Source: an optimization exercise on an open RTL-to-GDS flow (aim: small area, a short achievable clock period and few clock cycles per item). Production flows keep margins and buffers that such runs may drop. Function was checked by simulation only, so behaviour that the tests miss may differ from the original. Power is estimated from default activity; no workload was simulated.

==> flow/design.v (outline; a module is shown in full before it is edited, if it fits) <==
// module cov_sq_acc: 320 lines
// module cov_mac: 373 lines
// module covariance_accumulator: 142 lines
module covariance_accumulator
#(
   parameter int DATA_W = 16,
   parameter int LOG2_N = 2
) (
   input  logic              clk,
   input  logic              rst,
   input  logic              start,
   input  logic              in_valid,
   output logic              in_ready,
   input  logic [DATA_W-1:0] x_in,
   input  logic [DATA_W-1:0] y_in,
   output logic              bram_ena,
   output logic              bram_wea,
   output logic [1:0]        bram_addra,
   output logic [31:0]       bram_dina,
   output logic              busy,
   output logic              done
);
  // ...
==> flow/flow/run.sh <==
#!/bin/bash
# The standard layout, except that synthesis leaves the adder trees to ABC
# instead of mapping them onto full-adder cells (ADDER_MAP_FILE empty), and
# timing repair aims at a tighter period than the design's clock. The clock,
# constraints, registers and the rest of the flow are the standard ones.
set -euo pipefail
bash standard.sh ADDER_MAP_FILE= SETUP_SLACK_MARGIN=5.65 finish > flow_make.log 2>&1
==> flow/standard.sh <==
#!/bin/bash
# synth_recipe.tcl (not shown) runs the flow's synth.tcl, then flattens the netlist and writes it again
# the make line also repeats each setting of config.mk as NAME=value (left out here)
make -C /OpenROAD-flow-scripts/flow DESIGN_CONFIG=/design/flow/config.mk WORK_HOME=/design/flow/orfs CLKGATE_MAP_FILE= SYNTH_SCRIPT=/design/flow/synth_recipe.tcl "${@:-finish}"
==> flow/config.mk <==
export PLATFORM = sky130hd
export DESIGN_NAME = covariance_accumulator
export DESIGN_NICKNAME = covariance_accumulator
export VERILOG_FILES = /design/flow/design.v
export SDC_FILE = /design/flow/constraint.sdc
export NUM_CORES = 4
export LEC_CHECK = 0
export ABC_AREA = 1
export CAP_MARGIN = 20
export CORE_MARGIN = 2
export CORE_UTILIZATION = 40
export SETUP_SLACK_MARGIN = 5
export SLEW_MARGIN = 20
==> flow/constraint.sdc <==
create_clock -name core_clock -period 8.5 [get_ports {clk}]
set_input_delay 1.7000 -clock core_clock [delete_from_list [all_inputs] [get_ports {clk}]]
set_output_delay 1.7000 -clock core_clock [all_outputs]
set_load 0.01 [all_outputs]
==> metrics.md, run 1 <==
| Metric | Value |
|---|---|
| Status | `timing/DRC/antenna clean` |
| Detail Route Antenna Nets | `0` |
| Hold Slack | `425 ps` |
| Non-Clock Inverter Count | `717` |
| Worst Skew | `27.4 ps` |
| Routed len/inst | `17.5 um` |
| Starting Density | `40.2%` |
| Mapped Area | `0.0293 mm^2` |
| Critical Path Source | `dina_q[10]$_DFF_P_` |
| Synth area leader | `nand2_1` |
| Xor and xnor fraction of the mapped netlist area | `14.2%` |
| Top class by area | `multi-input gates` |
| GR Layer Usage met2 | `43.9%` |
| Setup violators final | `0` |
| CP endpoint kind | `output pin` |
| Multiplexer area fraction after synthesis | `0%` |
| Synth Area in Compound Gates | `11.1%` |
| RSZ-0062 raised after global routing | `yes` |
| CTS Root Cell | `clkbuf_16` |
| R2R Path End | `xy_c[28]$_DFF_P_` |
| Pwr Density | `361 mW/mm^2` |
| Clock Path Buffers | `3` |
| Later-pin clock latency in the skew report | `590 ps` |
| Port bufs | `74` |
| Synthesized instance count | `5313` |
| VDD IR max | `0.000209 V` |
| Post-synth top area share | `26.9%` |
| Top Layer Used | `met5` |
| Synth unique cells | `51` |
| Post-Syn Nets | `5349` |
| First-pass GRT wire length | `166000 um` |
| FILL cells | `7552` |
| Cell Int Power | `6.15 mW` |
Testbench counts, summed over its fixed seeds: cycles 5,128, windows 512.
==> module cov_sq_acc, before the edit <==
module cov_sq_acc (
   input  logic [15:0]  x,
   input  logic [32:0] acc_s,
   input  logic [32:0] acc_c,
   output logic [32:0] sum_s,
   output logic [32:0] sum_c
);
   wire ts0 = (x[0] & x[13]) ^ (x[1] & x[12]);
   wire tc0 = (x[0] & x[13]) & (x[1] & x[12]);
   wire ts1 = (x[0] & x[14]) ^ (x[1] & x[13]);
   wire tc1 = (x[0] & x[14]) & (x[1] & x[13]);
   wire ts2 = (x[1] & x[14]) ^ (x[2] & x[13]) ^ (x[3] & x[12]);
   wire tc2 = ((x[1] & x[14]) & (x[2] & x[13])) | ((x[1] & x[14]) & (x[3] & x[12])) | ((x[2] & x[13]) & (x[3] & x[12]));
   wire ts3 = (x[4] & x[11]) ^ (x[5] & x[10]) ^ (x[6] & x[9]);
   wire tc3 = ((x[4] & x[11]) & (x[5] & x[10])) | ((x[4] & x[11]) & (x[6] & x[9])) | ((x[5] & x[10]) & (x[6] & x[9]));
   wire ts4 = (x[2] & x[14]) ^ (x[3] & x[13]) ^ (x[4] & x[12]);
   wire tc4 = ((x[2] & x[14]) & (x[3] & x[13])) | ((x[2] & x[14]) & (x[4] & x[12])) | ((x[3] & x[13]) & (x[4] & x[12]));
   wire ts5 = (x[3] & x[14]) ^ (x[4] & x[13]) ^ (x[5] & x[12]);
   wire tc5 = ((x[3] & x[14]) & (x[4] & x[13])) | ((x[3] & x[14]) & (x[5] & x[12])) | ((x[4] & x[13]) & (x[5] & x[12]));
   wire ts6 = (x[0] & x[7]) ^ (x[1] & x[6]);
   wire tc6 = (x[0] & x[7]) & (x[1] & x[6]);
   wire ts7 = (x[0] & x[8]) ^ (x[1] & x[7]);
   wire tc7 = (x[0] & x[8]) & (x[1] & x[7]);
   wire ts8 = (x[0] & x[9]) ^ (x[1] & x[8]) ^ (x[2] & x[7]);
   wire tc8 = ((x[0] & x[9]) & (x[1] & x[8])) | ((x[0] & x[9]) & (x[2] & x[7])) | ((x[1] & x[8]) & (x[2] & x[7]));
   wire ts9 = (x[3] & x[6]) ^ (x[4] & x[5]);
   wire tc9 = (x[3] & x[6]) & (x[4] & x[5]);
   wire ts10 = (x[0] & x[10]) ^ (x[1] & x[9]) ^ (x[2] & x[8]);
   wire tc10 = ((x[0] & x[10]) & (x[1] & x[9])) | ((x[0] & x[10]) & (x[2] & x[8])) | ((x[1] & x[9]) & (x[2] & x[8]));
   wire ts11 = (x[3] & x[7]) ^ (x[4] & x[6]);
   wire tc11 = (x[3] & x[7]) & (x[4] & x[6]);
   wire ts12 = (x[0] & x[11]) ^ (x[1] & x[10]) ^ (x[2] & x[9]);
   wire tc12 = ((x[0] & x[11]) & (x[1] & x[10])) | ((x[0] & x[11]) & (x[2] & x[9])) | ((x[1] & x[10]) & (x[2] & x[9]));
   wire ts13 = (x[3] & x[8]) ^ (x[4] & x[7]) ^ (x[5] & x[6]);
   wire tc13 = ((x[3] & x[8]) & (x[4] & x[7])) | ((x[3] & x[8]) & (x[5] & x[6])) | ((x[4] & x[7]) & (x[5] & x[6]));
   wire ts14 = x[6] ^ acc_s[12];
   wire tc14 = x[6] & acc_s[12];
   wire ts15 = (x[0] & x[12]) ^ (x[1] & x[11]) ^ (x[2] & x[10]);
   wire tc15 = ((x[0] & x[12]) & (x[1] & x[11])) | ((x[0] & x[12]) & (x[2] & x[10])) | ((x[1] & x[11]) & (x[2] & x[10]));
   wire ts16 = (x[3] & x[9]) ^ (x[4] & x[8]) ^ (x[5] & x[7]);
   wire tc16 = ((x[3] & x[9]) & (x[4] & x[8])) | ((x[3] & x[9]) & (x[5] & x[7])) | ((x[4] & x[8]) & (x[5] & x[7]));
   wire ts17 = acc_s[13] ^ acc_c[13];
   wire tc17 = acc_s[13] & acc_c[13];
   wire ts18 = (x[2] & x[11]) ^ (x[3] & x[10]) ^ (x[4] & x[9]);
   wire tc18 = ((x[2] & x[11]) & (x[3] & x[10])) | ((x[2] & x[11]) & (x[4] & x[9])) | ((x[3] & x[10]) & (x[4] & x[9]));
   wire ts19 = (x[5] & x[8]) ^ (x[6] & x[7]) ^ x[7];
   wire tc19 = ((x[5] & x[8]) & (x[6] & x[7])) | ((x[5] & x[8]) & x[7]) | ((x[6] & x[7]) & x[7]);
   wire ts20 = acc_s[14] ^ acc_c[14] ^ ts0;
   wire tc20 = (acc_s[14] & acc_c[14]) | (acc_s[14] & ts0) | (acc_c[14] & ts0);
   wire ts21 = (x[2] & x[12]) ^ (x[3] & x[11]) ^ (x[4] & x[10]);
   wire tc21 = ((x[2] & x[12]) & (x[3] & x[11])) | ((x[2] & x[12]) & (x[4] & x[10])) | ((x[3] & x[11]) & (x[4] & x[10]));
   wire ts22 = (x[5] & x[9]) ^ (x[6] & x[8]) ^ acc_s[15];
   wire tc22 = ((x[5] & x[9]) & (x[6] & x[8])) | ((x[5] & x[9]) & acc_s[15]) | ((x[6] & x[8]) & acc_s[15]);
   wire ts23 = acc_c[15] ^ tc0 ^ ts1;
   wire tc23 = (acc_c[15] & tc0) | (acc_c[15] & ts1) | (tc0 & ts1);
   wire ts24 = (x[7] & x[8]) ^ x[8] ^ ~(x[15] & x[0]);
   wire tc24 = ((x[7] & x[8]) & x[8]) | ((x[7] & x[8]) & ~(x[15] & x[0])) | (x[8] & ~(x[15] & x[0]));
   wire ts25 = acc_s[16] ^ acc_c[16] ^ 1'b1;
   wire tc25 = (acc_s[16] & acc_c[16]) | (acc_s[16] & 1'b1) | (acc_c[16] & 1'b1);
   wire ts26 = tc1 ^ ts2 ^ ts3;
   wire tc26 = (tc1 & ts2) | (tc1 & ts3) | (ts2 & ts3);
   wire ts27 = (x[5] & x[11]) ^ (x[6] & x[10]) ^ (x[7] & x[9]);
   wire tc27 = ((x[5] & x[11]) & (x[6] & x[10])) | ((x[5] & x[11]) & (x[7] & x[9])) | ((x[6] & x[10]) & (x[7] & x[9]));
   wire ts28 = ~(x[15] & x[1]) ^ acc_s[17] ^ acc_c[17];
   wire tc28 = (~(x[15] & x[1]) & acc_s[17]) | (~(x[15] & x[1]) & acc_c[17]) | (acc_s[17] & acc_c[17]);
   wire ts29 = tc2 ^ tc3 ^ ts4;
   wire tc29 = (tc2 & tc3) | (tc2 & ts4) | (tc3 & ts4);
   wire ts30 = (x[6] & x[11]) ^ (x[7] & x[10]) ^ (x[8] & x[9]);
   wire tc30 = ((x[6] & x[11]) & (x[7] & x[10])) | ((x[6] & x[11]) & (x[8] & x[9])) | ((x[7] & x[10]) & (x[8] & x[9]));
   wire ts31 = x[9] ^ ~(x[15] & x[2]) ^ acc_s[18];
   wire tc31 = (x[9] & ~(x[15] & x[2])) | (x[9] & acc_s[18]) | (~(x[15] & x[2]) & acc_s[18]);
   wire ts32 = acc_c[18] ^ tc4 ^ ts5;
   wire tc32 = (acc_c[18] & tc4) | (acc_c[18] & ts5) | (tc4 & ts5);
   wire ts33 = (x[4] & x[14]) ^ (x[5] & x[13]) ^ (x[6] & x[12]);
   wire tc33 = ((x[4] & x[14]) & (x[5] & x[13])) | ((x[4] & x[14]) & (x[6] & x[12])) | ((x[5] & x[13]) & (x[6] & x[12]));
   wire ts34 = (x[7] & x[11]) ^ (x[8] & x[10]) ^ ~(x[15] & x[3]);
   wire tc34 = ((x[7] & x[11]) & (x[8] & x[10])) | ((x[7] & x[11]) & ~(x[15] & x[3])) | ((x[8] & x[10]) & ~(x[15] & x[3]));
   wire ts35 = acc_s[19] ^ acc_c[19] ^ tc5;
   wire tc35 = (acc_s[19] & acc_c[19]) | (acc_s[19] & tc5) | (acc_c[19] & tc5);
   wire ts36 = (x[5] & x[14]) ^ (x[6] & x[13]) ^ (x[7] & x[12]);
   wire tc36 = ((x[5] & x[14]) & (x[6] & x[13])) | ((x[5] & x[14]) & (x[7] & x[12])) | ((x[6] & x[13]) & (x[7] & x[12]));
   wire ts37 = (x[8] & x[11]) ^ (x[9] & x[10]) ^ x[10];
   wire tc37 = ((x[8] & x[11]) & (x[9] & x[10])) | ((x[8] & x[11]) & x[10]) | ((x[9] & x[10]) & x[10]);
   wire ts38 = ~(x[15] & x[4]) ^ acc_s[20] ^ acc_c[20];
   wire tc38 = (~(x[15] & x[4]) & acc_s[20]) | (~(x[15] & x[4]) & acc_c[20]) | (acc_s[20] & acc_c[20]);
   wire ts39 = (x[6] & x[14]) ^ (x[7] & x[13]) ^ (x[8] & x[12]);
   wire tc39 = ((x[6] & x[14]) & (x[7] & x[13])) | ((x[6] & x[14]) & (x[8] & x[12])) | ((x[7] & x[13]) & (x[8] & x[12]));
   wire ts40 = (x[9] & x[11]) ^ ~(x[15] & x[5]) ^ acc_s[21];
   wire tc40 = ((x[9] & x[11]) & ~(x[15] & x[5])) | ((x[9] & x[11]) & acc_s[21]) | (~(x[15] & x[5]) & acc_s[21]);
   wire ts41 = (x[7] & x[14]) ^ (x[8] & x[13]) ^ (x[9] & x[12]);
   wire tc41 = ((x[7] & x[14]) & (x[8] & x[13])) | ((x[7] & x[14]) & (x[9] & x[12])) | ((x[8] & x[13]) & (x[9] & x[12]));
   wire ts42 = (x[10] & x[11]) ^ x[11] ^ ~(x[15] & x[6]);
   wire tc42 = ((x[10] & x[11]) & x[11]) | ((x[10] & x[11]) & ~(x[15] & x[6])) | (x[11] & ~(x[15] & x[6]));
   wire ts43 = (x[8] & x[14]) ^ (x[9] & x[13]) ^ (x[10] & x[12]);
   wire tc43 = ((x[8] & x[14]) & (x[9] & x[13])) | ((x[8] & x[14]) & (x[10] & x[12])) | ((x[9] & x[13]) & (x[10] & x[12]));
   wire ts44 = (x[9] & x[14]) ^ (x[10] & x[13]) ^ (x[11] & x[12]);
   wire tc44 = ((x[9] & x[14]) & (x[10] & x[13])) | ((x[9] & x[14]) & (x[11] & x[12])) | ((x[10] & x[13]) & (x[11] & x[12]));
   wire ts45 = (x[0] & x[3]) ^ (x[1] & x[2]);
   wire tc45 = (x[0] & x[3]) & (x[1] & x[2]);
   wire ts46 = (x[0] & x[4]) ^ (x[1] & x[3]);
   wire tc46 = (x[0] & x[4]) & (x[1] & x[3]);
   wire ts47 = (x[0] & x[5]) ^ (x[1] & x[4]) ^ (x[2] & x[3]);
   wire tc47 = ((x[0] & x[5]) & (x[1] & x[4])) | ((x[0] & x[5]) & (x[2] & x[3])) | ((x[1] & x[4]) & (x[2] & x[3]));
   wire ts48 = x[3] ^ acc_s[6];
   wire tc48 = x[3] & acc_s[6];
   wire ts49 = (x[0] & x[6]) ^ (x[1] & x[5]) ^ (x[2] & x[4]);
   wire tc49 = ((x[0] & x[6]) & (x[1] & x[5])) | ((x[0] & x[6]) & (x[2] & x[4])) | ((x[1] & x[5]) & (x[2] & x[4]));
   wire ts50 = acc_s[7] ^ acc_c[7];
   wire tc50 = acc_s[7] & acc_c[7];
   wire ts51 = (x[2] & x[5]) ^ (x[3] & x[4]) ^ x[4];
   wire tc51 = ((x[2] & x[5]) & (x[3] & x[4])) | ((x[2] & x[5]) & x[4]) | ((x[3] & x[4]) & x[4]);
   wire ts52 = acc_s[8] ^ acc_c[8] ^ ts6;
   wire tc52 = (acc_s[8] & acc_c[8]) | (acc_s[8] & ts6) | (acc_c[8] & ts6);
   wire ts53 = (x[2] & x[6]) ^ (x[3] & x[5]) ^ acc_s[9];
   wire tc53 = ((x[2] & x[6]) & (x[3] & x[5])) | ((x[2] & x[6]) & acc_s[9]) | ((x[3] & x[5]) & acc_s[9]);
   wire ts54 = acc_c[9] ^ tc6 ^ ts7;
   wire tc54 = (acc_c[9] & tc6) | (acc_c[9] & ts7) | (tc6 & ts7);
   wire ts55 = x[5] ^ acc_s[10] ^ acc_c[10];
   wire tc55 = (x[5] & acc_s[10]) | (x[5] & acc_c[10]) | (acc_s[10] & acc_c[10]);
   wire ts56 = tc7 ^ ts8 ^ ts9;
   wire tc56 = (tc7 & ts8) | (tc7 & ts9) | (ts8 & ts9);
   wire ts57 = acc_s[11] ^ acc_c[11] ^ tc8;
   wire tc57 = (acc_s[11] & acc_c[11]) | (acc_s[11] & tc8) | (acc_c[11] & tc8);
   wire ts58 = tc9 ^ ts10 ^ ts11;
   wire tc58 = (tc9 & ts10) | (tc9 & ts11) | (ts10 & ts11);
   wire ts59 = acc_c[12] ^ tc10 ^ tc11;
   wire tc59 = (acc_c[12] & tc10) | (acc_c[12] & tc11) | (tc10 & tc11);
   wire ts60 = ts12 ^ ts13 ^ ts14;
   wire tc60 = (ts12 & ts13) | (ts12 & ts14) | (ts13 & ts14);
   wire ts61 = tc12 ^ tc13 ^ tc14;
   wire tc61 = (tc12 & tc13) | (tc12 & tc14) | (tc13 & tc14);
   wire ts62 = ts15 ^ ts16 ^ ts17;
   wire tc62 = (ts15 & ts16) | (ts15 & ts17) | (ts16 & ts17);
   wire ts63 = tc15 ^ tc16 ^ tc17;
   wire tc63 = (tc15 & tc16) | (tc15 & tc17) | (tc16 & tc17);
   wire ts64 = ts18 ^ ts19 ^ ts20;
   wire tc64 = (ts18 & ts19) | (ts18 & ts20) | (ts19 & ts20);
   wire ts65 = tc18 ^ tc19 ^ tc20;
   wire tc65 = (tc18 & tc19) | (tc18 & tc20) | (tc19 & tc20);
   wire ts66 = ts21 ^ ts22 ^ ts23;
   wire tc66 = (ts21 & ts22) | (ts21 & ts23) | (ts22 & ts23);
   wire ts67 = tc21 ^ tc22 ^ tc23;
   wire tc67 = (tc21 & tc22) | (tc21 & tc23) | (tc22 & tc23);
   wire ts68 = ts24 ^ ts25 ^ ts26;
   wire tc68 = (ts24 & ts25) | (ts24 & ts26) | (ts25 & ts26);
   wire ts69 = tc24 ^ tc25 ^ tc26;
   wire tc69 = (tc24 & tc25) | (tc24 & tc26) | (tc25 & tc26);
   wire ts70 = ts27 ^ ts28 ^ ts29;
   wire tc70 = (ts27 & ts28) | (ts27 & ts29) | (ts28 & ts29);
   wire ts71 = tc27 ^ tc28 ^ tc29;
   wire tc71 = (tc27 & tc28) | (tc27 & tc29) | (tc28 & tc29);
   wire ts72 = ts30 ^ ts31 ^ ts32;
   wire tc72 = (ts30 & ts31) | (ts30 & ts32) | (ts31 & ts32);
   wire ts73 = tc30 ^ tc31 ^ tc32;
   wire tc73 = (tc30 & tc31) | (tc30 & tc32) | (tc31 & tc32);
   wire ts74 = ts33 ^ ts34 ^ ts35;
   wire tc74 = (ts33 & ts34) | (ts33 & ts35) | (ts34 & ts35);
   wire ts75 = tc33 ^ tc34 ^ tc35;
   wire tc75 = (tc33 & tc34) | (tc33 & tc35) | (tc34 & tc35);
   wire ts76 = ts36 ^ ts37 ^ ts38;
   wire tc76 = (ts36 & ts37) | (ts36 & ts38) | (ts37 & ts38);
   wire ts77 = acc_c[21] ^ tc36 ^ tc37;
   wire tc77 = (acc_c[21] & tc36) | (acc_c[21] & tc37) | (tc36 & tc37);
   wire ts78 = tc38 ^ ts39 ^ ts40;
   wire tc78 = (tc38 & ts39) | (tc38 & ts40) | (ts39 & ts40);
   wire ts79 = acc_s[22] ^ acc_c[22] ^ tc39;
   wire tc79 = (acc_s[22] & acc_c[22]) | (acc_s[22] & tc39) | (acc_c[22] & tc39);
   wire ts80 = tc40 ^ ts41 ^ ts42;
   wire tc80 = (tc40 & ts41) | (tc40 & ts42) | (ts41 & ts42);
   wire ts81 = ~(x[15] & x[7]) ^ acc_s[23] ^ acc_c[23];
   wire tc81 = (~(x[15] & x[7]) & acc_s[23]) | (~(x[15] & x[7]) & acc_c[23]) | (acc_s[23] & acc_c[23]);
   wire ts82 = tc41 ^ tc42 ^ ts43;
   wire tc82 = (tc41 & tc42) | (tc41 & ts43) | (tc42 & ts43);
   wire ts83 = x[12] ^ ~(x[15] & x[8]) ^ acc_s[24];
   wire tc83 = (x[12] & ~(x[15] & x[8])) | (x[12] & acc_s[24]) | (~(x[15] & x[8]) & acc_s[24]);
   wire ts84 = acc_c[24] ^ tc43 ^ ts44;
   wire tc84 = (acc_c[24] & tc43) | (acc_c[24] & ts44) | (tc43 & ts44);
   wire ts85 = (x[10] & x[14]) ^ (x[11] & x[13]) ^ ~(x[15] & x[9]);
   wire tc85 = ((x[10] & x[14]) & (x[11] & x[13])) | ((x[10] & x[14]) & ~(x[15] & x[9])) | ((x[11] & x[13]) & ~(x[15] & x[9]));
   wire ts86 = acc_s[25] ^ acc_c[25] ^ tc44;
   wire tc86 = (acc_s[25] & acc_c[25]) | (acc_s[25] & tc44) | (acc_c[25] & tc44);
   wire ts87 = (x[11] & x[14]) ^ (x[12] & x[13]) ^ x[13];
   wire tc87 = ((x[11] & x[14]) & (x[12] & x[13])) | ((x[11] & x[14]) & x[13]) | ((x[12] & x[13]) & x[13]);
   wire ts88 = ~(x[15] & x[10]) ^ acc_s[26] ^ acc_c[26];
   wire tc88 = (~(x[15] & x[10]) & acc_s[26]) | (~(x[15] & x[10]) & acc_c[26]) | (acc_s[26] & acc_c[26]);
   wire ts89 = (x[12] & x[14]) ^ ~(x[15] & x[11]) ^ acc_s[27];
   wire tc89 = ((x[12] & x[14]) & ~(x[15] & x[11])) | ((x[12] & x[14]) & acc_s[27]) | (~(x[15] & x[11]) & acc_s[27]);
   wire ts90 = (x[13] & x[14]) ^ x[14] ^ ~(x[15] & x[12]);
   wire tc90 = ((x[13] & x[14]) & x[14]) | ((x[13] & x[14]) & ~(x[15] & x[12])) | (x[14] & ~(x[15] & x[12]));
   wire ts91 = (x[0] & x[1]) ^ x[1];
   wire tc91 = (x[0] & x[1]) & x[1];
   wire ts92 = (x[0] & x[2]) ^ acc_s[3];
   wire tc92 = (x[0] & x[2]) & acc_s[3];
   wire ts93 = x[2] ^ acc_s[4] ^ acc_c[4];
   wire tc93 = (x[2] & acc_s[4]) | (x[2] & acc_c[4]) | (acc_s[4] & acc_c[4]);
   wire ts94 = acc_s[5] ^ acc_c[5] ^ tc45;
   wire tc94 = (acc_s[5] & acc_c[5]) | (acc_s[5] & tc45) | (acc_c[5] & tc45);
   wire ts95 = acc_c[6] ^ tc46 ^ ts47;
   wire tc95 = (acc_c[6] & tc46) | (acc_c[6] & ts47) | (tc46 & ts47);
   wire ts96 = tc47 ^ tc48 ^ ts49;
   wire tc96 = (tc47 & tc48) | (tc47 & ts49) | (tc48 & ts49);
   wire ts97 = tc49 ^ tc50 ^ ts51;
   wire tc97 = (tc49 & tc50) | (tc49 & ts51) | (tc50 & ts51);
   wire ts98 = tc51 ^ tc52 ^ ts53;
   wire tc98 = (tc51 & tc52) | (tc51 & ts53) | (tc52 & ts53);
   wire ts99 = tc53 ^ tc54 ^ ts55;
   wire tc99 = (tc53 & tc54) | (tc53 & ts55) | (tc54 & ts55);
   wire ts100 = tc55 ^ tc56 ^ ts57;
   wire tc100 = (tc55 & tc56) | (tc55 & ts57) | (tc56 & ts57);
   wire ts101 = tc57 ^ tc58 ^ ts59;
   wire tc101 = (tc57 & tc58) | (tc57 & ts59) | (tc58 & ts59);
   wire ts102 = tc59 ^ tc60 ^ ts61;
   wire tc102 = (tc59 & tc60) | (tc59 & ts61) | (tc60 & ts61);
   wire ts103 = tc61 ^ tc62 ^ ts63;
   wire tc103 = (tc61 & tc62) | (tc61 & ts63) | (tc62 & ts63);
   wire ts104 = tc63 ^ tc64 ^ ts65;
   wire tc104 = (tc63 & tc64) | (tc63 & ts65) | (tc64 & ts65);
   wire ts105 = tc65 ^ tc66 ^ ts67;
   wire tc105 = (tc65 & tc66) | (tc65 & ts67) | (tc66 & ts67);
   wire ts106 = tc67 ^ tc68 ^ ts69;
   wire tc106 = (tc67 & tc68) | (tc67 & ts69) | (tc68 & ts69);
   wire ts107 = tc69 ^ tc70 ^ ts71;
   wire tc107 = (tc69 & tc70) | (tc69 & ts71) | (tc70 & ts71);
   wire ts108 = tc71 ^ tc72 ^ ts73;
   wire tc108 = (tc71 & tc72) | (tc71 & ts73) | (tc72 & ts73);
   wire ts109 = tc73 ^ tc74 ^ ts75;
   wire tc109 = (tc73 & tc74) | (tc73 & ts75) | (tc74 & ts75);
   wire ts110 = tc75 ^ tc76 ^ ts77;
   wire tc110 = (tc75 & tc76) | (tc75 & ts77) | (tc76 & ts77);
   wire ts111 = tc77 ^ tc78 ^ ts79;
   wire tc111 = (tc77 & tc78) | (tc77 & ts79) | (tc78 & ts79);
   wire ts112 = tc79 ^ tc80 ^ ts81;
   wire tc112 = (tc79 & tc80) | (tc79 & ts81) | (tc80 & ts81);
   wire ts113 = tc81 ^ tc82 ^ ts83;
   wire tc113 = (tc81 & tc82) | (tc81 & ts83) | (tc82 & ts83);
   wire ts114 = tc83 ^ tc84 ^ ts85;
   wire tc114 = (tc83 & tc84) | (tc83 & ts85) | (tc84 & ts85);
   wire ts115 = tc85 ^ tc86 ^ ts87;
   wire tc115 = (tc85 & tc86) | (tc85 & ts87) | (tc86 & ts87);
   wire ts116 = acc_c[27] ^ tc87 ^ tc88;
   wire tc116 = (acc_c[27] & tc87) | (acc_c[27] & tc88) | (tc87 & tc88);
   wire ts117 = acc_s[28] ^ acc_c[28] ^ tc89;
   wire tc117 = (acc_s[28] & acc_c[28]) | (acc_s[28] & tc89) | (acc_c[28] & tc89);
   wire ts118 = ~(x[15] & x[13]) ^ acc_s[29] ^ acc_c[29];
   wire tc118 = (~(x[15] & x[13]) & acc_s[29]) | (~(x[15] & x[13]) & acc_c[29]) | (acc_s[29] & acc_c[29]);
   wire ts119 = ~(x[15] & x[14]) ^ x[15] ^ acc_s[30];
   wire tc119 = (~(x[15] & x[14]) & x[15]) | (~(x[15] & x[14]) & acc_s[30]) | (x[15] & acc_s[30]);
   wire ts120 = acc_s[31] ^ acc_c[31];
   wire tc120 = acc_s[31] & acc_c[31];
   wire ts121 = acc_s[32] ^ acc_c[32];
   wire tc121 = acc_s[32] & acc_c[32];
   wire ts122 = x[0] ^ acc_s[0];
   wire tc122 = x[0] & acc_s[0];
   wire ts123 = acc_s[1] ^ acc_c[1];
   wire tc123 = acc_s[1] & acc_c[1];
   wire ts124 = acc_s[2] ^ acc_c[2] ^ ts91;
   wire tc124 = (acc_s[2] & acc_c[2]) | (acc_s[2] & ts91) | (acc_c[2] & ts91);
   wire ts125 = acc_c[3] ^ tc91 ^ ts92;
   wire tc125 = (acc_c[3] & tc91) | (acc_c[3] & ts92) | (tc91 & ts92);
   wire ts126 = ts45 ^ tc92 ^ ts93;
   wire tc126 = (ts45 & tc92) | (ts45 & ts93) | (tc92 & ts93);
   wire ts127 = ts46 ^ tc93 ^ ts94;
   wire tc127 = (ts46 & tc93) | (ts46 & ts94) | (tc93 & ts94);
   wire ts128 = ts48 ^ tc94 ^ ts95;
   wire tc128 = (ts48 & tc94) | (ts48 & ts95) | (tc94 & ts95);
   wire ts129 = ts50 ^ tc95 ^ ts96;
   wire tc129 = (ts50 & tc95) | (ts50 & ts96) | (tc95 & ts96);
   wire ts130 = ts52 ^ tc96 ^ ts97;
   wire tc130 = (ts52 & tc96) | (ts52 & ts97) | (tc96 & ts97);
   wire ts131 = ts54 ^ tc97 ^ ts98;
   wire tc131 = (ts54 & tc97) | (ts54 & ts98) | (tc97 & ts98);
   wire ts132 = ts56 ^ tc98 ^ ts99;
   wire tc132 = (ts56 & tc98) | (ts56 & ts99) | (tc98 & ts99);
   wire ts133 = ts58 ^ tc99 ^ ts100;
   wire tc133 = (ts58 & tc99) | (ts58 & ts100) | (tc99 & ts100);
   wire ts134 = ts60 ^ tc100 ^ ts101;
   wire tc134 = (ts60 & tc100) | (ts60 & ts101) | (tc100 & ts101);
   wire ts135 = ts62 ^ tc101 ^ ts102;
   wire tc135 = (ts62 & tc101) | (ts62 & ts102) | (tc101 & ts102);
   wire ts136 = ts64 ^ tc102 ^ ts103;
   wire tc136 = (ts64 & tc102) | (ts64 & ts103) | (tc102 & ts103);
   wire ts137 = ts66 ^ tc103 ^ ts104;
   wire tc137 = (ts66 & tc103) | (ts66 & ts104) | (tc103 & ts104);
   wire ts138 = ts68 ^ tc104 ^ ts105;
   wire tc138 = (ts68 & tc104) | (ts68 & ts105) | (tc104 & ts105);
   wire ts139 = ts70 ^ tc105 ^ ts106;
   wire tc139 = (ts70 & tc105) | (ts70 & ts106) | (tc105 & ts106);
   wire ts140 = ts72 ^ tc106 ^ ts107;
   wire tc140 = (ts72 & tc106) | (ts72 & ts107) | (tc106 & ts107);
   wire ts141 = ts74 ^ tc107 ^ ts108;
   wire tc141 = (ts74 & tc107) | (ts74 & ts108) | (tc107 & ts108);
   wire ts142 = ts76 ^ tc108 ^ ts109;
   wire tc142 = (ts76 & tc108) | (ts76 & ts109) | (tc108 & ts109);
   wire ts143 = ts78 ^ tc109 ^ ts110;
   wire tc143 = (ts78 & tc109) | (ts78 & ts110) | (tc109 & ts110);
   wire ts144 = ts80 ^ tc110 ^ ts111;
   wire tc144 = (ts80 & tc110) | (ts80 & ts111) | (tc110 & ts111);
   wire ts145 = ts82 ^ tc111 ^ ts112;
   wire tc145 = (ts82 & tc111) | (ts82 & ts112) | (tc111 & ts112);
   wire ts146 = ts84 ^ tc112 ^ ts113;
   wire tc146 = (ts84 & tc112) | (ts84 & ts113) | (tc112 & ts113);
   wire ts147 = ts86 ^ tc113 ^ ts114;
   wire tc147 = (ts86 & tc113) | (ts86 & ts114) | (tc113 & ts114);
   wire ts148 = ts88 ^ tc114 ^ ts115;
   wire tc148 = (ts88 & tc114) | (ts88 & ts115) | (tc114 & ts115);
   wire ts149 = ts89 ^ tc115 ^ ts116;
   wire tc149 = (ts89 & tc115) | (ts89 & ts116) | (tc115 & ts116);
   wire ts150 = ts90 ^ tc116 ^ ts117;
   wire tc150 = (ts90 & tc116) | (ts90 & ts117) | (tc116 & ts117);
   wire ts151 = tc90 ^ tc117 ^ ts118;
   wire tc151 = (tc90 & tc117) | (tc90 & ts118) | (tc117 & ts118);
   wire ts152 = acc_c[30] ^ tc118 ^ ts119;
   wire tc152 = (acc_c[30] & tc118) | (acc_c[30] & ts119) | (tc118 & ts119);
   wire ts153 = 1'b1 ^ tc119 ^ ts120;
   wire tc153 = (1'b1 & tc119) | (1'b1 & ts120) | (tc119 & ts120);
   wire ts154 = 1'b1 ^ tc120 ^ ts121;
   wire tc154 = (1'b1 & tc120) | (1'b1 & ts121) | (tc120 & ts121);
   assign sum_s = {tc153, tc152, tc151, tc150, tc149, tc148, tc147, tc146, tc145, tc144, tc143, tc142, tc141, tc140, tc139, tc138, tc137, tc136, tc135, tc134, tc133, tc132, tc131, tc130, tc129, tc128, tc127, tc126, tc125, tc124, tc123, tc122, acc_c[0]};
   assign sum_c = {ts154, ts153, ts152, ts151, ts150, ts149, ts148, ts147, ts146, ts145, ts144, ts143, ts142, ts141, ts140, ts139, ts138, ts137, ts136, ts135, ts134, ts133, ts132, ts131, ts130, ts129, ts128, ts127, ts126, ts125, ts124, ts123, ts122};
endmodule
==> module covariance_accumulator, before the edit <==
module covariance_accumulator
#(
   parameter int DATA_W = 16,
   parameter int LOG2_N = 2
) (
   input  logic              clk,
   input  logic              rst,
   input  logic              start,
   input  logic              in_valid,
   output logic              in_ready,
   input  logic [DATA_W-1:0] x_in,
   input  logic [DATA_W-1:0] y_in,
   output logic              bram_ena,
   output logic              bram_wea,
   output logic [1:0]        bram_addra,
   output logic [31:0]       bram_dina,
   output logic              busy,
   output logic              done
);
   localparam int ACC_W = pca_pkg::ACC_W;
   localparam int SQ_W  = ACC_W - 1;      
   logic       rdy_q, busy_q, ena_q, done_q;
   logic [1:0] cnt_q;                     
   logic [2:0] ph_q;                      
   logic [1:0] addr_q;
   logic [15:0]     xq, yq;               
   logic            first_q;              
   logic [SQ_W-1:0] xx_s, xx_c, yy_s, yy_c;
   logic [ACC_W-1:0] xy_s, xy_c;
   logic [SQ_W-1:0] xx_s_d, xx_c_d, yy_s_d, yy_c_d;
   logic [ACC_W-1:0] xy_s_d, xy_c_d;
   logic [31:0]     dina_q;
   logic            sxx_q, syy_q, sxy_q;  
   logic        accept;
   logic [15:0] xg, yg;
   logic [16:0] ye;
   logic [7:0]  one_d, two_d, neg_d;      
   assign accept = in_valid & rdy_q;
   assign xg     = x_in & {16{accept}};
   assign yg     = y_in & {16{accept}};
   assign ye     = {yq, 1'b0};
   always_comb begin
      for (int k = 0; k < 8; k++) begin
         one_d[k] = ye[2*k+1] ^ ye[2*k];
         two_d[k] = (ye[2*k+2] & ~ye[2*k+1] & ~ye[2*k]) |
                    (~ye[2*k+2] & ye[2*k+1] & ye[2*k]);
         neg_d[k] = ye[2*k+2];
      end
   end
   always_ff @(posedge clk) begin
      xq      <= xg;
      yq      <= yg;
      first_q <= accept & (cnt_q == 2'd0);
   end
   cov_sq_acc u_xx (
      .x     (xq),
      .acc_s (xx_s & {SQ_W{~first_q}}),
      .acc_c (xx_c & {SQ_W{~first_q}}),
      .sum_s (xx_s_d),
      .sum_c (xx_c_d)
   );
   cov_mac u_xy (
      .x     (xq),
      .one   (one_d),
      .two   (two_d),
      .neg   (neg_d),
      .acc_s (xy_s & {ACC_W{~first_q}}),
      .acc_c (xy_c & {ACC_W{~first_q}}),
      .sum_s (xy_s_d),
      .sum_c (xy_c_d)
   );
   cov_sq_acc u_yy (
      .x     (yq),
      .acc_s (yy_s & {SQ_W{~first_q}}),
      .acc_c (yy_c & {SQ_W{~first_q}}),
      .sum_s (yy_s_d),
      .sum_c (yy_c_d)
   );
   logic [ACC_W-1:0] sel_s, sel_c, sel_sum;
   always_comb begin
      sel_s   = ({1'b0, xx_s} & {ACC_W{sxx_q}}) | ({1'b0, yy_s} & {ACC_W{syy_q}}) |
                (xy_s & {ACC_W{sxy_q}});
      sel_c   = ({1'b0, xx_c} & {ACC_W{sxx_q}}) | ({1'b0, yy_c} & {ACC_W{syy_q}}) |
                (xy_c & {ACC_W{sxy_q}});
      sel_sum = sel_s + sel_c;
      sel_sum[ACC_W-1] = sel_sum[ACC_W-1] & sxy_q;
   end
   always_ff @(posedge clk) begin
      xx_s   <= xx_s_d;
      xx_c   <= xx_c_d;
      xy_s   <= xy_s_d;
      xy_c   <= xy_c_d;
      yy_s   <= yy_s_d;
      yy_c   <= yy_c_d;
      dina_q <= sel_sum[ACC_W-1:2];
      sxx_q  <= (ph_q == 3'd1);
      syy_q  <= (ph_q == 3'd2);
      sxy_q  <= (ph_q == 3'd3) || (ph_q == 3'd4);
   end
   always_ff @(posedge clk or posedge rst) begin
      if (rst) begin
         rdy_q  <= 1'b0;
         busy_q <= 1'b0;
         ena_q  <= 1'b0;
         done_q <= 1'b0;
         cnt_q  <= 2'd0;
         ph_q   <= 3'd0;
         addr_q <= 2'd0;
      end else begin
         if (!busy_q && start) begin
            rdy_q  <= 1'b1;
            busy_q <= 1'b1;
         end
         if (accept) begin
            cnt_q <= cnt_q + 2'd1;
            if (cnt_q == 2'd3) begin
               rdy_q <= 1'b0;
               ph_q  <= 3'd1;
            end
         end
         if (ph_q != 3'd0) ph_q <= (ph_q == 3'd6) ? 3'd0 : ph_q + 3'd1;
         done_q <= (ph_q == 3'd5);
         if (ph_q == 3'd5) busy_q <= 1'b0;
         if (ph_q == 3'd2) ena_q <= 1'b1;
         if (ph_q == 3'd6) ena_q <= 1'b0;
         unique case (ph_q)
            3'd2:    addr_q <= 2'd0;
            3'd3:    addr_q <= 2'd3;
            3'd4:    addr_q <= 2'd1;
            3'd5:    addr_q <= 2'd2;
            default: addr_q <= addr_q;
         endcase
      end
   end
   assign in_ready   = rdy_q;
   assign busy       = busy_q;
   assign done       = done_q;
   assign bram_ena   = ena_q;
   assign bram_wea   = ena_q;
   assign bram_addra = addr_q;
   assign bram_dina  = dina_q;
endmodule
==> run 2, diff against run 1 <==
--- a/flow/design.v
+++ b/flow/design.v
@@ -5,10 +5,10 @@
 endpackage
 module cov_sq_acc (
    input  logic [15:0]  x,
-   input  logic [32:0] acc_s,
-   input  logic [32:0] acc_c,
-   output logic [32:0] sum_s,
-   output logic [32:0] sum_c
+   input  logic [33:0] acc_s,
+   input  logic [33:0] acc_c,
+   output logic [33:0] sum_s,
+   output logic [33:0] sum_c
 );
    wire ts0 = (x[0] & x[13]) ^ (x[1] & x[12]);
    wire tc0 = (x[0] & x[13]) & (x[1] & x[12]);
@@ -254,74 +254,78 @@
    wire tc120 = acc_s[31] & acc_c[31];
    wire ts121 = acc_s[32] ^ acc_c[32];
    wire tc121 = acc_s[32] & acc_c[32];
-   wire ts122 = x[0] ^ acc_s[0];
-   wire tc122 = x[0] & acc_s[0];
-   wire ts123 = acc_s[1] ^ acc_c[1];
-   wire tc123 = acc_s[1] & acc_c[1];
-   wire ts124 = acc_s[2] ^ acc_c[2] ^ ts91;
-   wire tc124 = (acc_s[2] & acc_c[2]) | (acc_s[2] & ts91) | (acc_c[2] & ts91);
-   wire ts125 = acc_c[3] ^ tc91 ^ ts92;
-   wire tc125 = (acc_c[3] & tc91) | (acc_c[3] & ts92) | (tc91 & ts92);
-   wire ts126 = ts45 ^ tc92 ^ ts93;
-   wire tc126 = (ts45 & tc92) | (ts45 & ts93) | (tc92 & ts93);
-   wire ts127 = ts46 ^ tc93 ^ ts94;
-   wire tc127 = (ts46 & tc93) | (ts46 & ts94) | (tc93 & ts94);
-   wire ts128 = ts48 ^ tc94 ^ ts95;
-   wire tc128 = (ts48 & tc94) | (ts48 & ts95) | (tc94 & ts95);
-   wire ts129 = ts50 ^ tc95 ^ ts96;
-   wire tc129 = (ts50 & tc95) | (ts50 & ts96) | (tc95 & ts96);
-   wire ts130 = ts52 ^ tc96 ^ ts97;
-   wire tc130 = (ts52 & tc96) | (ts52 & ts97) | (tc96 & ts97);
-   wire ts131 = ts54 ^ tc97 ^ ts98;
-   wire tc131 = (ts54 & tc97) | (ts54 & ts98) | (tc97 & ts98);
-   wire ts132 = ts56 ^ tc98 ^ ts99;
-   wire tc132 = (ts56 & tc98) | (ts56 & ts99) | (tc98 & ts99);
-   wire ts133 = ts58 ^ tc99 ^ ts100;
-   wire tc133 = (ts58 & tc99) | (ts58 & ts100) | (tc99 & ts100);
-   wire ts134 = ts60 ^ tc100 ^ ts101;
-   wire tc134 = (ts60 & tc100) | (ts60 & ts101) | (tc100 & ts101);
-   wire ts135 = ts62 ^ tc101 ^ ts102;
-   wire tc135 = (ts62 & tc101) | (ts62 & ts102) | (tc101 & ts102);
-   wire ts136 = ts64 ^ tc102 ^ ts103;
-   wire tc136 = (ts64 & tc102) | (ts64 & ts103) | (tc102 & ts103);
-   wire ts137 = ts66 ^ tc103 ^ ts104;
-   wire tc137 = (ts66 & tc103) | (ts66 & ts104) | (tc103 & ts104);
-   wire ts138 = ts68 ^ tc104 ^ ts105;
-   wire tc138 = (ts68 & tc104) | (ts68 & ts105) | (tc104 & ts105);
-   wire ts139 = ts70 ^ tc105 ^ ts106;
-   wire tc139 = (ts70 & tc105) | (ts70 & ts106) | (tc105 & ts106);
-   wire ts140 = ts72 ^ tc106 ^ ts107;
-   wire tc140 = (ts72 & tc106) | (ts72 & ts107) | (tc106 & ts107);
-   wire ts141 = ts74 ^ tc107 ^ ts108;
-   wire tc141 = (ts74 & tc107) | (ts74 & ts108) | (tc107 & ts108);
-   wire ts142 = ts76 ^ tc108 ^ ts109;
-   wire tc142 = (ts76 & tc108) | (ts76 & ts109) | (tc108 & ts109);
-   wire ts143 = ts78 ^ tc109 ^ ts110;
-   wire tc143 = (ts78 & tc109) | (ts78 & ts110) | (tc109 & ts110);
-   wire ts144 = ts80 ^ tc110 ^ ts111;
-   wire tc144 = (ts80 & tc110) | (ts80 & ts111) | (tc110 & ts111);
-   wire ts145 = ts82 ^ tc111 ^ ts112;
-   wire tc145 = (ts82 & tc111) | (ts82 & ts112) | (tc111 & ts112);
-   wire ts146 = ts84 ^ tc112 ^ ts113;
-   wire tc146 = (ts84 & tc112) | (ts84 & ts113) | (tc112 & ts113);
-   wire ts147 = ts86 ^ tc113 ^ ts114;
-   wire tc147 = (ts86 & tc113) | (ts86 & ts114) | (tc113 & ts114);
-   wire ts148 = ts88 ^ tc114 ^ ts115;
-   wire tc148 = (ts88 & tc114) | (ts88 & ts115) | (tc114 & ts115);
-   wire ts149 = ts89 ^ tc115 ^ ts116;
-   wire tc149 = (ts89 & tc115) | (ts89 & ts116) | (tc115 & ts116);
-   wire ts150 = ts90 ^ tc116 ^ ts117;
-   wire tc150 = (ts90 & tc116) | (ts90 & ts117) | (tc116 & ts117);
-   wire ts151 = tc90 ^ tc117 ^ ts118;
-   wire tc151 = (tc90 & tc117) | (tc90 & ts118) | (tc117 & ts118);
-   wire ts152 = acc_c[30] ^ tc118 ^ ts119;
-   wire tc152 = (acc_c[30] & tc118) | (acc_c[30] & ts119) | (tc118 & ts119);
-   wire ts153 = 1'b1 ^ tc119 ^ ts120;
-   wire tc153 = (1'b1 & tc119) | (1'b1 & ts120) | (tc119 & ts120);
-   wire ts154 = 1'b1 ^ tc120 ^ ts121;
-   wire tc154 = (1'b1 & tc120) | (1'b1 & ts121) | (tc120 & ts121);
-   assign sum_s = {tc153, tc152, tc151, tc150, tc149, tc148, tc147, tc146, tc145, tc144, tc143, tc142, tc141, tc140, tc139, tc138, tc137, tc136, tc135, tc134, tc133, tc132, tc131, tc130, tc129, tc128, tc127, tc126, tc125, tc124, tc123, tc122, acc_c[0]};
-   assign sum_c = {ts154, ts153, ts152, ts151, ts150, ts149, ts148, ts147, ts146, ts145, ts144, ts143, ts142, ts141, ts140, ts139, ts138, ts137, ts136, ts135, ts134, ts133, ts132, ts131, ts130, ts129, ts128, ts127, ts126, ts125, ts124, ts123, ts122};
+   wire ts122 = acc_s[33] ^ acc_c[33];
+   wire tc122 = acc_s[33] & acc_c[33];
+   wire ts123 = x[0] ^ acc_s[0];
+   wire tc123 = x[0] & acc_s[0];
+   wire ts124 = acc_s[1] ^ acc_c[1];
+   wire tc124 = acc_s[1] & acc_c[1];
+   wire ts125 = acc_s[2] ^ acc_c[2] ^ ts91;
+   wire tc125 = (acc_s[2] & acc_c[2]) | (acc_s[2] & ts91) | (acc_c[2] & ts91);
+   wire ts126 = acc_c[3] ^ tc91 ^ ts92;
+   wire tc126 = (acc_c[3] & tc91) | (acc_c[3] & ts92) | (tc91 & ts92);
+   wire ts127 = ts45 ^ tc92 ^ ts93;
+   wire tc127 = (ts45 & tc92) | (ts45 & ts93) | (tc92 & ts93);
+   wire ts128 = ts46 ^ tc93 ^ ts94;
+   wire tc128 = (ts46 & tc93) | (ts46 & ts94) | (tc93 & ts94);
+   wire ts129 = ts48 ^ tc94 ^ ts95;
+   wire tc129 = (ts48 & tc94) | (ts48 & ts95) | (tc94 & ts95);
+   wire ts130 = ts50 ^ tc95 ^ ts96;
+   wire tc130 = (ts50 & tc95) | (ts50 & ts96) | (tc95 & ts96);
+   wire ts131 = ts52 ^ tc96 ^ ts97;
+   wire tc131 = (ts52 & tc96) | (ts52 & ts97) | (tc96 & ts97);
+   wire ts132 = ts54 ^ tc97 ^ ts98;
+   wire tc132 = (ts54 & tc97) | (ts54 & ts98) | (tc97 & ts98);
+   wire ts133 = ts56 ^ tc98 ^ ts99;
+   wire tc133 = (ts56 & tc98) | (ts56 & ts99) | (tc98 & ts99);
+   wire ts134 = ts58 ^ tc99 ^ ts100;
+   wire tc134 = (ts58 & tc99) | (ts58 & ts100) | (tc99 & ts100);
+   wire ts135 = ts60 ^ tc100 ^ ts101;
+   wire tc135 = (ts60 & tc100) | (ts60 & ts101) | (tc100 & ts101);
+   wire ts136 = ts62 ^ tc101 ^ ts102;
+   wire tc136 = (ts62 & tc101) | (ts62 & ts102) | (tc101 & ts102);
+   wire ts137 = ts64 ^ tc102 ^ ts103;
+   wire tc137 = (ts64 & tc102) | (ts64 & ts103) | (tc102 & ts103);
+   wire ts138 = ts66 ^ tc103 ^ ts104;
+   wire tc138 = (ts66 & tc103) | (ts66 & ts104) | (tc103 & ts104);
+   wire ts139 = ts68 ^ tc104 ^ ts105;
+   wire tc139 = (ts68 & tc104) | (ts68 & ts105) | (tc104 & ts105);
+   wire ts140 = ts70 ^ tc105 ^ ts106;
+   wire tc140 = (ts70 & tc105) | (ts70 & ts106) | (tc105 & ts106);
+   wire ts141 = ts72 ^ tc106 ^ ts107;
+   wire tc141 = (ts72 & tc106) | (ts72 & ts107) | (tc106 & ts107);
+   wire ts142 = ts74 ^ tc107 ^ ts108;
+   wire tc142 = (ts74 & tc107) | (ts74 & ts108) | (tc107 & ts108);
+   wire ts143 = ts76 ^ tc108 ^ ts109;
+   wire tc143 = (ts76 & tc108) | (ts76 & ts109) | (tc108 & ts109);
+   wire ts144 = ts78 ^ tc109 ^ ts110;
+   wire tc144 = (ts78 & tc109) | (ts78 & ts110) | (tc109 & ts110);
+   wire ts145 = ts80 ^ tc110 ^ ts111;
+   wire tc145 = (ts80 & tc110) | (ts80 & ts111) | (tc110 & ts111);
+   wire ts146 = ts82 ^ tc111 ^ ts112;
+   wire tc146 = (ts82 & tc111) | (ts82 & ts112) | (tc111 & ts112);
+   wire ts147 = ts84 ^ tc112 ^ ts113;
+   wire tc147 = (ts84 & tc112) | (ts84 & ts113) | (tc112 & ts113);
+   wire ts148 = ts86 ^ tc113 ^ ts114;
+   wire tc148 = (ts86 & tc113) | (ts86 & ts114) | (tc113 & ts114);
+   wire ts149 = ts88 ^ tc114 ^ ts115;
+   wire tc149 = (ts88 & tc114) | (ts88 & ts115) | (tc114 & ts115);
+   wire ts150 = ts89 ^ tc115 ^ ts116;
+   wire tc150 = (ts89 & tc115) | (ts89 & ts116) | (tc115 & ts116);
+   wire ts151 = ts90 ^ tc116 ^ ts117;
+   wire tc151 = (ts90 & tc116) | (ts90 & ts117) | (tc116 & ts117);
+   wire ts152 = tc90 ^ tc117 ^ ts118;
+   wire tc152 = (tc90 & tc117) | (tc90 & ts118) | (tc117 & ts118);
+   wire ts153 = acc_c[30] ^ tc118 ^ ts119;
+   wire tc153 = (acc_c[30] & tc118) | (acc_c[30] & ts119) | (tc118 & ts119);
+   wire ts154 = 1'b1 ^ tc119 ^ ts120;
+   wire tc154 = (1'b1 & tc119) | (1'b1 & ts120) | (tc119 & ts120);
+   wire ts155 = 1'b1 ^ tc120 ^ ts121;
+   wire tc155 = (1'b1 & tc120) | (1'b1 & ts121) | (tc120 & ts121);
+   wire ts156 = 1'b1 ^ tc121 ^ ts122;
+   wire tc156 = (1'b1 & tc121) | (1'b1 & ts122) | (tc121 & ts122);
+   assign sum_s = {tc155, tc154, tc153, tc152, tc151, tc150, tc149, tc148, tc147, tc146, tc145, tc144, tc143, tc142, tc141, tc140, tc139, tc138, tc137, tc136, tc135, tc134, tc133, tc132, tc131, tc130, tc129, tc128, tc127, tc126, tc125, tc124, tc123, acc_c[0]};
+   assign sum_c = {ts156, ts155, ts154, ts153, ts152, ts151, ts150, ts149, ts148, ts147, ts146, ts145, ts144, ts143, ts142, ts141, ts140, ts139, ts138, ts137, ts136, ts135, ts134, ts133, ts132, ts131, ts130, ts129, ts128, ts127, ts126, ts125, ts124, ts123};
 endmodule
 module cov_mac (
    input  logic [15:0]  x,
@@ -716,27 +720,29 @@
    output logic              done
 );
    localparam int ACC_W = pca_pkg::ACC_W;
-   localparam int SQ_W  = ACC_W - 1;      
+   localparam int SQ_W  = ACC_W;          
    logic       rdy_q, busy_q, ena_q, done_q;
    logic [1:0] cnt_q;                     
    logic [2:0] ph_q;                      
    logic [1:0] addr_q;
    logic [15:0]     xq, yq;               
+   logic [7:0]      one_q, two_q, neg_q;  
    logic            first_q;              
    logic [SQ_W-1:0] xx_s, xx_c, yy_s, yy_c;
    logic [ACC_W-1:0] xy_s, xy_c;
    logic [SQ_W-1:0] xx_s_d, xx_c_d, yy_s_d, yy_c_d;
    logic [ACC_W-1:0] xy_s_d, xy_c_d;
    logic [31:0]     dina_q;
-   logic            sxx_q, syy_q, sxy_q;  
+   logic [3:0]      sxx_q, syy_q, sxy_q;
+   logic [3:0]      sxx_d, syy_d, sxy_d;
    logic        accept;
    logic [15:0] xg, yg;
    logic [16:0] ye;
-   logic [7:0]  one_d, two_d, neg_d;      
+   logic [7:0]  one_d, two_d, neg_d;
    assign accept = in_valid & rdy_q;
    assign xg     = x_in & {16{accept}};
    assign yg     = y_in & {16{accept}};
-   assign ye     = {yq, 1'b0};
+   assign ye     = {yg, 1'b0};
    always_comb begin
       for (int k = 0; k < 8; k++) begin
          one_d[k] = ye[2*k+1] ^ ye[2*k];
@@ -748,6 +754,9 @@
    always_ff @(posedge clk) begin
       xq      <= xg;
       yq      <= yg;
+      one_q   <= one_d;
+      two_q   <= two_d;
+      neg_q   <= neg_d;
       first_q <= accept & (cnt_q == 2'd0);
    end
    cov_sq_acc u_xx (
@@ -759,9 +768,9 @@
    );
    cov_mac u_xy (
       .x     (xq),
-      .one   (one_d),
-      .two   (two_d),
-      .neg   (neg_d),
+      .one   (one_q),
+      .two   (two_q),
+      .neg   (neg_q),
       .acc_s (xy_s & {ACC_W{~first_q}}),
       .acc_c (xy_c & {ACC_W{~first_q}}),
       .sum_s (xy_s_d),
@@ -776,12 +785,27 @@
    );
    logic [ACC_W-1:0] sel_s, sel_c, sel_sum;
    always_comb begin
-      sel_s   = ({1'b0, xx_s} & {ACC_W{sxx_q}}) | ({1'b0, yy_s} & {ACC_W{syy_q}}) |
-                (xy_s & {ACC_W{sxy_q}});
-      sel_c   = ({1'b0, xx_c} & {ACC_W{sxx_q}}) | ({1'b0, yy_c} & {ACC_W{syy_q}}) |
-                (xy_c & {ACC_W{sxy_q}});
+      for (int i = 0; i < ACC_W; i++) begin
+         sel_s[i] = (xx_s[i] & sxx_q[i*4/ACC_W]) | (yy_s[i] & syy_q[i*4/ACC_W]) |
+                    (xy_s[i] & sxy_q[i*4/ACC_W]);
+         sel_c[i] = (xx_c[i] & sxx_q[i*4/ACC_W]) | (yy_c[i] & syy_q[i*4/ACC_W]) |
+                    (xy_c[i] & sxy_q[i*4/ACC_W]);
+      end
       sel_sum = sel_s + sel_c;
-      sel_sum[ACC_W-1] = sel_sum[ACC_W-1] & sxy_q;
+   end
+   always_comb begin
+      sxx_d[0] = (ph_q == 3'd1);
+      sxx_d[1] = (ph_q == 3'd1) | (ph_q == 3'd7);
+      sxx_d[2] = (ph_q == 3'd1) & ~rdy_q;
+      sxx_d[3] = (ph_q == 3'd1) & ~ena_q;
+      syy_d[0] = (ph_q == 3'd2);
+      syy_d[1] = (ph_q == 3'd2) | (ph_q == 3'd7);
+      syy_d[2] = (ph_q == 3'd2) & ~rdy_q;
+      syy_d[3] = (ph_q == 3'd2) & ~ena_q;
+      sxy_d[0] = (ph_q == 3'd3) | (ph_q == 3'd4);
+      sxy_d[1] = (ph_q == 3'd3) | (ph_q == 3'd4) | (ph_q == 3'd7);
+      sxy_d[2] = ((ph_q == 3'd3) & ~rdy_q) | (ph_q == 3'd4);
+      sxy_d[3] = (ph_q == 3'd3) | ((ph_q == 3'd4) & ~rdy_q);
    end
    always_ff @(posedge clk) begin
       xx_s   <= xx_s_d;
@@ -791,9 +815,9 @@
       yy_s   <= yy_s_d;
       yy_c   <= yy_c_d;
       dina_q <= sel_sum[ACC_W-1:2];
-      sxx_q  <= (ph_q == 3'd1);
-      syy_q  <= (ph_q == 3'd2);
-      sxy_q  <= (ph_q == 3'd3) || (ph_q == 3'd4);
+      sxx_q  <= sxx_d;
+      syy_q  <= syy_d;
+      sxy_q  <= sxy_d;
    end
    always_ff @(posedge clk or posedge rst) begin
       if (rst) begin
--- a/flow/flow/run.sh
+++ b/flow/flow/run.sh
@@ -4,4 +4,4 @@
 # timing repair aims at a tighter period than the design's clock. The clock,
 # constraints, registers and the rest of the flow are the standard ones.
 set -euo pipefail
-bash standard.sh ADDER_MAP_FILE= SETUP_SLACK_MARGIN=5.65 finish > flow_make.log 2>&1
+bash standard.sh ADDER_MAP_FILE= SETUP_SLACK_MARGIN=5.5 finish > flow_make.log 2>&1
--- a/flow/config.mk
+++ b/flow/config.mk
@@ -5,7 +5,6 @@
 export SDC_FILE = /design/flow/constraint.sdc
 export NUM_CORES = 4
 export LEC_CHECK = 0
-export ABC_AREA = 1
 export CAP_MARGIN = 20
 export CORE_MARGIN = 2
 export CORE_UTILIZATION = 40
==> run 2 against run 1 <==
Still clean on timing, DRC and antenna. Total power is 1.6% lower. Critical path depth up 12. Synthesized cell count decreased by 36%. Area after synthesis is 7.4% lower. Non-clock buffer count fell by 8. Core utilization fell by 1.1 points. Clock skew down 3.5 ps. Combinational power fell by 8.9%. Routed wire length decreased by 27%.
==> metrics.md, run 2 <==
| Metric | Value |
|---|---|
| Status | `timing/DRC/antenna clean` |
| Min Tclk post-route | `3150 ps` |
| Nets | `3529` |
| TNS Setup | `0 ps` |
| Crit Path Max Fanout | `7` |
| FF-to-FF setup slack | `5350 ps` |
| Vias in the first global route | `21500` |
| Min-Delay Path Class | `reg -> reg` |
| Synth area leader | `xnor2_1` |
| Fin. Hold Viols | `0` |
| Fin crit share | `37.1%` |
| ANT cells | `0` |
| Setup CP Type | `reg -> reg` |
| Clock Path Buffers | `3 (unchanged)` |
| Std cell rows | `95` |
| H-tree depth | `2` |
| Final GP Congestion | `0.882` |
| First-pass GRT wire length | `122000 um (-26%)` |
| First-iteration detailed-routing DRC count | `2286` |
| Commonest non-fill, non-tap cell in the layout | `xnor2_1` |
| Routed len/inst | `18.8 um (+7.5%)` |
| Most frequent cells in the layout | `761 x xnor2_1, 510 x nand2_1, 251 x maj3_1` |
| CTS Root Cell | `clkbuf_16` |
| Vias post-DR | `23700` |
| Reg2Reg Depth | `13` |
| Syn-to-layout area delta | `17.8%` |
| I/O pin cnt | `75` |
| # Max-Cap Violations | `0` |
| Later-pin clock latency in the skew report | `580 ps (about the same)` |
| WP data arrival | `3630 ps` |
| Leakage | `11.1 nW` |
| Count leader, synth | `xnor2_1` |
| Worst-path clk slew | `60 ps` |
| Max Fclk | `0.317 GHz` |
| R2R Path End | `dina_q[28]$_DFF_P_` |
| Commonest cells in the netlist | `772 x xnor2_1, 510 x nand2_1, 296 x dfxtp_1, 255 x maj3_1, 246 x xor2_1` |
| Die area | `0.0698 mm^2` |
| Worst relative slew slack | `31.2%` |
| Multi-input logic area | `0.0202 mm^2` |
| Pin count of the biggest net entering global routing | `55` |
| Warnings from Yosys | `1` |
| Share of layout cells above drive strength 1 | `10.6%` |
| Worst-margin pin slew | `1030 ps` |
| Final WS setup | `5350 ps` |
| Gr usage total | `21.8%` |
| Synthesized instance count | `3406 (-36%)` |
| CP Launch Type | `flop` |
| Initial antenna violation count | `3` |
| Origin of the critical flop-to-flop path | `sxx_q[0]$_DFF_P_` |
| CP endpoint kind | `flop` |
| DIE HEIGHT | `264 um` |
| Placed insts | `4176` |
| DRT Pass-1 Iters | `8` |
| Synthesized flop and latch total | `307` |
| Gr ovfl total | `0` |
| Post-layout util | `47.5%` |
| Post-Syn Nets | `3442 (-36%)` |
| Post-DP Area | `0.0283 mm^2` |
| Port bufs | `74 (unchanged)` |
| Synth unique cells | `73 (+43%)` |
| FILL cells | `6352 (-16%)` |
| Sequential area share after synthesis | `22.9%` |
| Primary FF master, synth | `dfxtp_1` |
| # DRC | `0` |
| FF+latch area | `0.00635 mm^2` |
| Synth Area per Inst | `7.95 um^2` |
| Clock Sink Count | `307` |
| Top cells by area, synth | `xnor2_1 25%, dfxtp_1 22%, maj3_1 9.4%, xor2_1 8.0%, nand2_1 7.1%` |
| Non-filler cells, final | `4395` |
| Post-detail-place hpwl | `53700 um` |
| Hold Slack | `461 ps (+36.0 ps)` |
| Starting Density | `40.3% (+0.088 points)` |
| Worst Skew | `23.9 ps (-3.47 ps)` |
| Post-route cell area | `0.0319 mm^2` |
| Dpl ws | `4540 ps` |
| Pwr Density | `394 mW/mm^2 (+9.1%)` |
| Setup violators final | `0 (unchanged)` |
| CTS tree | `built` |
| Core area | `0.0672 mm^2` |
| EDFF count, synth | `0` |
| Async SR Flop Fraction | `3.58%` |
| Post-synth top area share | `25.0% (-2.0 points)` |
| CTS Buf Count | `40` |
| Total Power | `12.6 mW` |
| Detail Route Antenna Nets | `0 (unchanged)` |
| VDD IR max | `0.000158 V (-24%)` |
| RSZ-0062 raised after global routing | `yes` |
| Required @ worst endpoint | `8980 ps` |
| Final slew viol count | `0` |
| Mapped Area | `0.0271 mm^2 (-7.4%)` |
| Crit path to | `dina_q[28]$_DFF_P_` |
| Critical Path Source | `sxx_q[0]$_DFF_P_` |
| Total Wirelength | `82700 um` |
| Detailed-route vias per instance | `5.38` |
| Die Wd | `264 um` |
==> run 2: cell count changes after synthesis, moves of 176 or more <==
cell,previous run,this run
nand3_1,407,19
xnor2_1,99,772
inv_1,693,64
maj3_1,0,255
nand2_1,2100,510
nor2_1,399,223
==> run 2: layout make-up <==
type / instances / share of cell area [%]
clock buffers: 54 / 3.56
clock inverters: 17 / 0.698
inverters: 66 / 0.835
multi-input cells: 2823 / 63.2
flip-flops and latches: 307 / 19.9
well taps: 873 / 3.42
repair buffers: 255 / 8.41
==> run 2: repair_timing <==
item                       in CTS  in global routing
hold buffers                    0                  0
setup buffers                  73                 59
setup endpoints to repair     169                 54
pin swaps                      44                 46
gates resized for setup       159                125
gates cloned                    1                 15
==> run 2: worst min-delay path by stage <==
stage / from / end / slack [ps] / depth (start not counted)
global placement: xx_c[0]$_DFF_P_ / xx_s[0]$_DFF_P_ / 460 / 1
finish: xx_c[0]$_DFF_P_ / xx_s[0]$_DFF_P_ / 460 / 1
global route: xx_c[0]$_DFF_P_ / xx_s[0]$_DFF_P_ / 480 / 1
detailed placement: xx_c[0]$_DFF_P_ / xx_s[0]$_DFF_P_ / 460 / 1
floorplan: yy_c[0]$_DFF_P_ / yy_s[0]$_DFF_P_ / 440 / 1
CTS: xx_c[0]$_DFF_P_ / xx_s[0]$_DFF_P_ / 460 / 1
==> run 2: report_power, final <==
part | internal, mW | total (mW) | switching (mW)
Clock | 1.06 | 1.77 | 0.704
Sequential | 2.15 | 2.95 | 0.802
Combinational | 3.81 | 7.85 | 4.04
Total | 7.02 | 12.6 | 5.55
==> run 2: cell families after synthesis <==
family,share of synthesized area (%)
XOR/XNOR,33.6
AND/OR/NAND/NOR,15.7
AO/OA/AOI/OAI,14.0
flip-flops,22.9
buffers and inverters,4.06
adder cells (fa/ha/maj),9.55
multiplexers,0.189
==> run 2: metal layers <==
metal	GRT usage (%)	vias up	share of wire, %	wire length [um]
met1	32.6	11100	49	40400
met3	3.13	100	7.5	6230
met5	0	-	0.016	13
met4	5.85	2	2.0	1660
met2	32.5	754	42	34300
li1	-	11700	-	-
==> run 2: critical path, stage by stage, from the launching register on <==
cell       delay (ps)
dfxtp_4           370
buf_6             130
a222oi_1          410
buf_4             190
buf_6              90
a211oi_4           40
a2111oi_4         430
o31ai_4           150
o2111ai_4         290
nand2_4           120
a21oi_4           220
a211oi_4           70
or2_4             340
o311ai_2          210
Testbench counts of run 2, summed over its fixed seeds: cycles 5,128, windows 512.

-- afterwards: timing with drivers on the ports --
In the flow no input, the clock included, has a driving cell. The finished layouts below were timed again as built, in two steps.
Step 1 (the two cells are an assumption about what drives the block):
set clk [get_ports {clk}]
set_driving_cell -lib_cell sky130_fd_sc_hd__clkbuf_16 $clk
set_driving_cell -lib_cell sky130_fd_sc_hd__buf_2 [delete_from_list [all_inputs] $clk]
Step 2 adds t to the input delays and takes it off the output delays; t is the mean of the earliest and latest rising clock arrival at the registers after step 1. Input paths then give back, and output paths get back, about the clock's delay inside the block.
Three values: no drivers, after step 1, after step 2; two values: the first two.
| run | shift t [ns] | slack for setup (ns) | worst setup path after step 2 |
|---|---|---|---|
| run 1 | 0.649 | 5.690 / 5.621 / 5.353 | input to register |
| run 2 | 0.625 | 5.350 / 5.350 / 5.344 | input to register |
After both steps setup and hold are still met in every run listed. For run 1, which loses most, drivers alone change the setup slack by -0.069 ns; drivers and shift together by -0.337 ns.
